This is an optimization exercise on Yosys and OpenROAD, whose aim is small area, not a production implementation.
Function was checked by simulation only, so behaviour that the tests miss may differ from the original.
Power figures rest on the tool's default switching activity, not on a simulated workload.

main:
==> flow/design.v <==
`default_nettype none
package exu_pkg;
    localparam int SPEC_W  = 3;
    localparam int ALUOP_W = 4;
    typedef enum logic [SPEC_W-1:0] {
        SPEC_NONE  = 3'd0,
        SPEC_JAL   = 3'd1,
        SPEC_JALR  = 3'd2,
        SPEC_AUIPC = 3'd3,
        SPEC_LUI   = 3'd4,
        SPEC_STORE = 3'd5
    } spec_e;
    typedef enum logic [ALUOP_W-1:0] {
        ALU_ADD   = 4'd0,
        ALU_SUB   = 4'd1,
        ALU_SLL   = 4'd2,
        ALU_SLT   = 4'd3,
        ALU_SLTU  = 4'd4,
        ALU_XOR   = 4'd5,
        ALU_SRL   = 4'd6,
        ALU_SRA   = 4'd7,
        ALU_OR    = 4'd8,
        ALU_AND   = 4'd9,
        ALU_PASSB = 4'd10
    } aluop_e;
endpackage
`default_nettype wire
`default_nettype none
module exu_alu #(
    parameter int DATA_WIDTH = 64
) (
    input  logic [DATA_WIDTH-1:0] a_i,
    input  logic [DATA_WIDTH-1:0] b_i,
    input  logic [exu_pkg::ALUOP_W-1:0] aluop_i,
    input  logic                  word_i,
    output logic [DATA_WIDTH-1:0] result_o
);
    localparam int N  = DATA_WIDTH;
    localparam int LG = 6;   
    logic op_add, op_sub, op_sll, op_slt, op_sltu, op_xor, op_srl, op_sra;
    logic op_or, op_and, op_passb;
    logic sub, use_word;
    always_comb begin
        op_add   = (aluop_i == exu_pkg::ALU_ADD);
        op_sub   = (aluop_i == exu_pkg::ALU_SUB);
        op_sll   = (aluop_i == exu_pkg::ALU_SLL);
        op_slt   = (aluop_i == exu_pkg::ALU_SLT);
        op_sltu  = (aluop_i == exu_pkg::ALU_SLTU);
        op_xor   = (aluop_i == exu_pkg::ALU_XOR);
        op_srl   = (aluop_i == exu_pkg::ALU_SRL);
        op_sra   = (aluop_i == exu_pkg::ALU_SRA);
        op_or    = (aluop_i == exu_pkg::ALU_OR);
        op_and   = (aluop_i == exu_pkg::ALU_AND);
        op_passb = (aluop_i == exu_pkg::ALU_PASSB);
        sub      = op_sub | op_slt | op_sltu;
        use_word = word_i & (op_add | op_sub | op_sll | op_srl | op_sra);
    end
    logic [N-1:0] bx, p, g, c, sum;
    logic [N-1:0] gg, pp;
    logic         cout, lt_u, lt_s;
    assign bx = b_i ^ {N{sub}};
    assign p  = a_i ^ bx;
    assign g  = a_i & bx;
    always_comb begin
        gg = g;
        pp = p;
        gg[0] = g[0] | (p[0] & sub);
        for (int l = 1; l <= LG; l++) begin
            for (int i = 0; i < N; i++) begin
                if (((i + 1) % (1 << l)) == 0) begin
                    gg[i] = gg[i] | (pp[i] & gg[i - (1 << (l - 1))]);
                    pp[i] = pp[i] & pp[i - (1 << (l - 1))];
                end
            end
        end
        for (int l = LG - 1; l >= 1; l--) begin
            for (int i = 0; i < N; i++) begin
                if ((((i + 1) % (1 << l)) == (1 << (l - 1))) && (i >= (1 << l))) begin
                    gg[i] = gg[i] | (pp[i] & gg[i - (1 << (l - 1))]);
                    pp[i] = pp[i] & pp[i - (1 << (l - 1))];
                end
            end
        end
    end
    assign c    = {gg[N-2:0], sub};
    assign sum  = p ^ c;
    assign cout = gg[N-1];
    assign lt_u = ~cout;
    assign lt_s = (a_i[N-1] ^ b_i[N-1]) ? a_i[N-1] : lt_u;
    logic [N-1:0] sh_in, sh_out;
    logic [LG-1:0] shamt;
    logic          fill;
    always_comb begin
        for (int i = 0; i < N; i++) begin
            if (op_sll)
                sh_in[i] = a_i[N-1-i];
            else if (word_i && i >= N/2)
                sh_in[i] = op_sra & a_i[N/2-1];
            else
                sh_in[i] = a_i[i];
        end
        shamt = {b_i[LG-1] & ~word_i, b_i[LG-2:0]};
        fill  = op_sra & sh_in[N-1];
        sh_out = sh_in;
        for (int l = 0; l < LG; l++) begin
            if (shamt[l]) begin
                for (int i = 0; i < N; i++)
                    sh_out[i] = (i + (1 << l) < N) ? sh_out[i + (1 << l)] : fill;
            end
        end
    end
    logic [N-1:0] res;
    always_comb begin
        res = '0;
        for (int i = 0; i < N; i++) begin
            res[i] = ((op_add | op_sub) & sum[i])
                   | ((op_srl | op_sra) & sh_out[i])
                   | (op_sll & sh_out[N-1-i])
                   | (op_xor & p[i])
                   | (op_or & (p[i] | g[i]))
                   | (op_and & g[i])
                   | (op_passb & b_i[i]);
        end
        res[0] = res[0] | (op_slt & lt_s) | (op_sltu & lt_u);
    end
    assign result_o = use_word ? {{(N/2){res[N/2-1]}}, res[N/2-1:0]} : res;
endmodule
`default_nettype wire
`default_nettype none
module exu_pipe #(
    parameter int DATA_WIDTH = 64,
    parameter int NUM_BYPASS = 2,
    parameter int REG_IDX_W  = 5
) (
    input  logic                             clk,
    input  logic                             rst,
    input  logic                             in_valid_i,
    output logic                             in_ready_o,
    input  logic                             ers1_i,
    input  logic                             ers2_i,
    input  logic [exu_pkg::SPEC_W-1:0]       specinst_i,
    input  logic [exu_pkg::ALUOP_W-1:0]      aluop_i,
    input  logic                             word_i,
    input  logic [REG_IDX_W-1:0]             rs1_idx_i,
    input  logic [REG_IDX_W-1:0]             rs2_idx_i,
    input  logic [DATA_WIDTH-1:0]            rs1_i,
    input  logic [DATA_WIDTH-1:0]            rs2_i,
    input  logic [DATA_WIDTH-1:0]            pc_i,
    input  logic [DATA_WIDTH-1:0]            imme_i,
    input  logic [NUM_BYPASS-1:0]            byp_valid_i,
    input  logic [NUM_BYPASS*REG_IDX_W-1:0]  byp_rd_i,
    input  logic [NUM_BYPASS*DATA_WIDTH-1:0] byp_data_i,
    output logic                             out_valid_o,
    input  logic                             out_ready_i,
    output logic [DATA_WIDTH-1:0]            result_o,
    output logic [DATA_WIDTH-1:0]            store_data_o
);
    logic [DATA_WIDTH-1:0] w_rs1_eff, w_rs2_eff;
    logic [DATA_WIDTH-1:0] a_d, b_d, st_d, w_alu_res;
    logic                  w_s2_adv;
    logic                  s1_valid_q, s2_valid_q;
    logic [DATA_WIDTH-1:0] s1_a_q, s1_b_q, s1_st_q;
    logic [exu_pkg::ALUOP_W-1:0] s1_op_q;
    logic                  s1_word_q;
    logic [DATA_WIDTH-1:0] result_q, store_q;
    always_comb begin
        w_rs1_eff = rs1_i;
        w_rs2_eff = rs2_i;
        for (int k = NUM_BYPASS - 1; k >= 0; k--) begin
            if (byp_valid_i[k] && (byp_rd_i[k*REG_IDX_W +: REG_IDX_W] == rs1_idx_i) &&
                (rs1_idx_i != '0))
                w_rs1_eff = byp_data_i[k*DATA_WIDTH +: DATA_WIDTH];
            if (byp_valid_i[k] && (byp_rd_i[k*REG_IDX_W +: REG_IDX_W] == rs2_idx_i) &&
                (rs2_idx_i != '0))
                w_rs2_eff = byp_data_i[k*DATA_WIDTH +: DATA_WIDTH];
        end
    end
    always_comb begin
        if (ers1_i)
            a_d = w_rs1_eff;
        else if (specinst_i == exu_pkg::SPEC_JAL || specinst_i == exu_pkg::SPEC_JALR || specinst_i == exu_pkg::SPEC_AUIPC)
            a_d = pc_i;
        else
            a_d = '0;
        if (ers2_i)
            b_d = (specinst_i == exu_pkg::SPEC_STORE) ? imme_i : w_rs2_eff;
        else if (specinst_i == exu_pkg::SPEC_LUI)
            b_d = imme_i;
        else if (specinst_i == exu_pkg::SPEC_JAL || specinst_i == exu_pkg::SPEC_JALR)
            b_d = DATA_WIDTH'(4);
        else
            b_d = imme_i;
        st_d = (specinst_i == exu_pkg::SPEC_STORE) ? w_rs2_eff : '0;
    end
    exu_alu #(
        .DATA_WIDTH (DATA_WIDTH)
    ) u_alu (
        .a_i      (s1_a_q),
        .b_i      (s1_b_q),
        .aluop_i  (s1_op_q),
        .word_i   (s1_word_q),
        .result_o (w_alu_res)
    );
    assign w_s2_adv   = !s2_valid_q || out_ready_i;
    assign in_ready_o = !s1_valid_q || w_s2_adv;
    always_ff @(posedge clk) begin
        if (rst) begin
            s1_valid_q <= 1'b0;
            s2_valid_q <= 1'b0;
        end else begin
            if (in_ready_o)
                s1_valid_q <= in_valid_i;
            if (w_s2_adv)
                s2_valid_q <= s1_valid_q;
        end
    end
    always_ff @(posedge clk) begin
        if (in_ready_o) begin
            s1_a_q    <= a_d;
            s1_b_q    <= b_d;
            s1_st_q   <= st_d;
            s1_op_q   <= aluop_i;
            s1_word_q <= word_i;
        end
        if (w_s2_adv) begin
            result_q <= w_alu_res;
            store_q  <= s1_st_q;
        end
    end
    assign out_valid_o  = s2_valid_q;
    assign result_o     = result_q;
    assign store_data_o = store_q;
endmodule
`default_nettype wire
clock: 6.5 ns
lec_check: 0
cap_margin: 20
core_margin: 2
core_utilization: 30
slew_margin: 20
run.sh (not shown) runs the stock make flow with config.mk's settings and CLKGATE_MAP_FILE= SYNTH_SCRIPT=/design/flow/synth_recipe.tcl, a recipe that flattens the netlist after the stock synthesis.
For the feature branch, these inputs were changed with respect to main:
--- a/flow/design.v
+++ b/flow/design.v
@@ -158,11 +158,9 @@
     logic [DATA_WIDTH-1:0] w_rs1_eff, w_rs2_eff;
     logic [DATA_WIDTH-1:0] a_d, b_d, st_d, w_alu_res;
     logic                  w_s2_adv;
     logic                  s1_valid_q, s2_valid_q;
-    logic [DATA_WIDTH-1:0] s1_a_q, s1_b_q, s1_st_q;
-    logic [exu_pkg::ALUOP_W-1:0] s1_op_q;
-    logic                  s1_word_q;
+    logic [DATA_WIDTH-1:0] s1_res_q, s1_st_q;
     logic [DATA_WIDTH-1:0] result_q, store_q;
     always_comb begin
         w_rs1_eff = rs1_i;
         w_rs2_eff = rs2_i;
@@ -194,12 +192,12 @@
     end
     exu_alu #(
         .DATA_WIDTH (DATA_WIDTH)
     ) u_alu (
-        .a_i      (s1_a_q),
-        .b_i      (s1_b_q),
-        .aluop_i  (s1_op_q),
-        .word_i   (s1_word_q),
+        .a_i      (a_d),
+        .b_i      (b_d),
+        .aluop_i  (aluop_i),
+        .word_i   (word_i),
         .result_o (w_alu_res)
     );
     assign w_s2_adv   = !s2_valid_q || out_ready_i;
     assign in_ready_o = !s1_valid_q || w_s2_adv;
@@ -215,16 +213,13 @@
         end
     end
     always_ff @(posedge clk) begin
         if (in_ready_o) begin
-            s1_a_q    <= a_d;
-            s1_b_q    <= b_d;
-            s1_st_q   <= st_d;
-            s1_op_q   <= aluop_i;
-            s1_word_q <= word_i;
+            s1_res_q <= w_alu_res;
+            s1_st_q  <= st_d;
         end
         if (w_s2_adv) begin
-            result_q <= w_alu_res;
+            result_q <= s1_res_q;
             store_q  <= s1_st_q;
         end
     end
     assign out_valid_o  = s2_valid_q;
==> comparison <==
- When the feature branch is set beside main, its met2 usage in global routing turns out to be 13 points larger.
- NOTE final total power main->the feature branch increased slightly
- Relative to main, routed wire length has gone up in the feature branch.
- From the logs: the feature branch reached the end of the flow and failed the layout checks with negative setup slack.
- main → the feature branch: CTS clock-pin slew for the worst setup and hold paths was more or less identical, critical path depth went up by 5.

what the ideal ports hide:
The flow's constraints put no driver on any port. The routed layouts listed below were extracted and timed again, unchanged, in two steps.
Step 1 sets driving cells, clkbuf_16 on the clock port and buf_2 on the other inputs (assumed; they add their load-dependent delay and slew).
Step 2 adds t to the input delays and takes it off the output delays; t is the mean of the earliest and latest rising clock arrival at the registers after step 1. Input paths then give back, and output paths get back, about the clock's delay inside the block.
Three values: ideal ports, drivers, drivers and shift; two values: the first two.
| run | shift t [ns] | setup slack, ns | worst setup path at the end |
|---|---|---|---|
| main | 0.640 | 0.375 / 0.375 / 0.375 | register to register |
| the feature branch | 0.655 | -0.340 / -0.291 / -0.946 | input to register |
The setup slack of the feature branch, which loses most, moves by +0.049 ns with the drivers and by -0.606 ns with both steps.
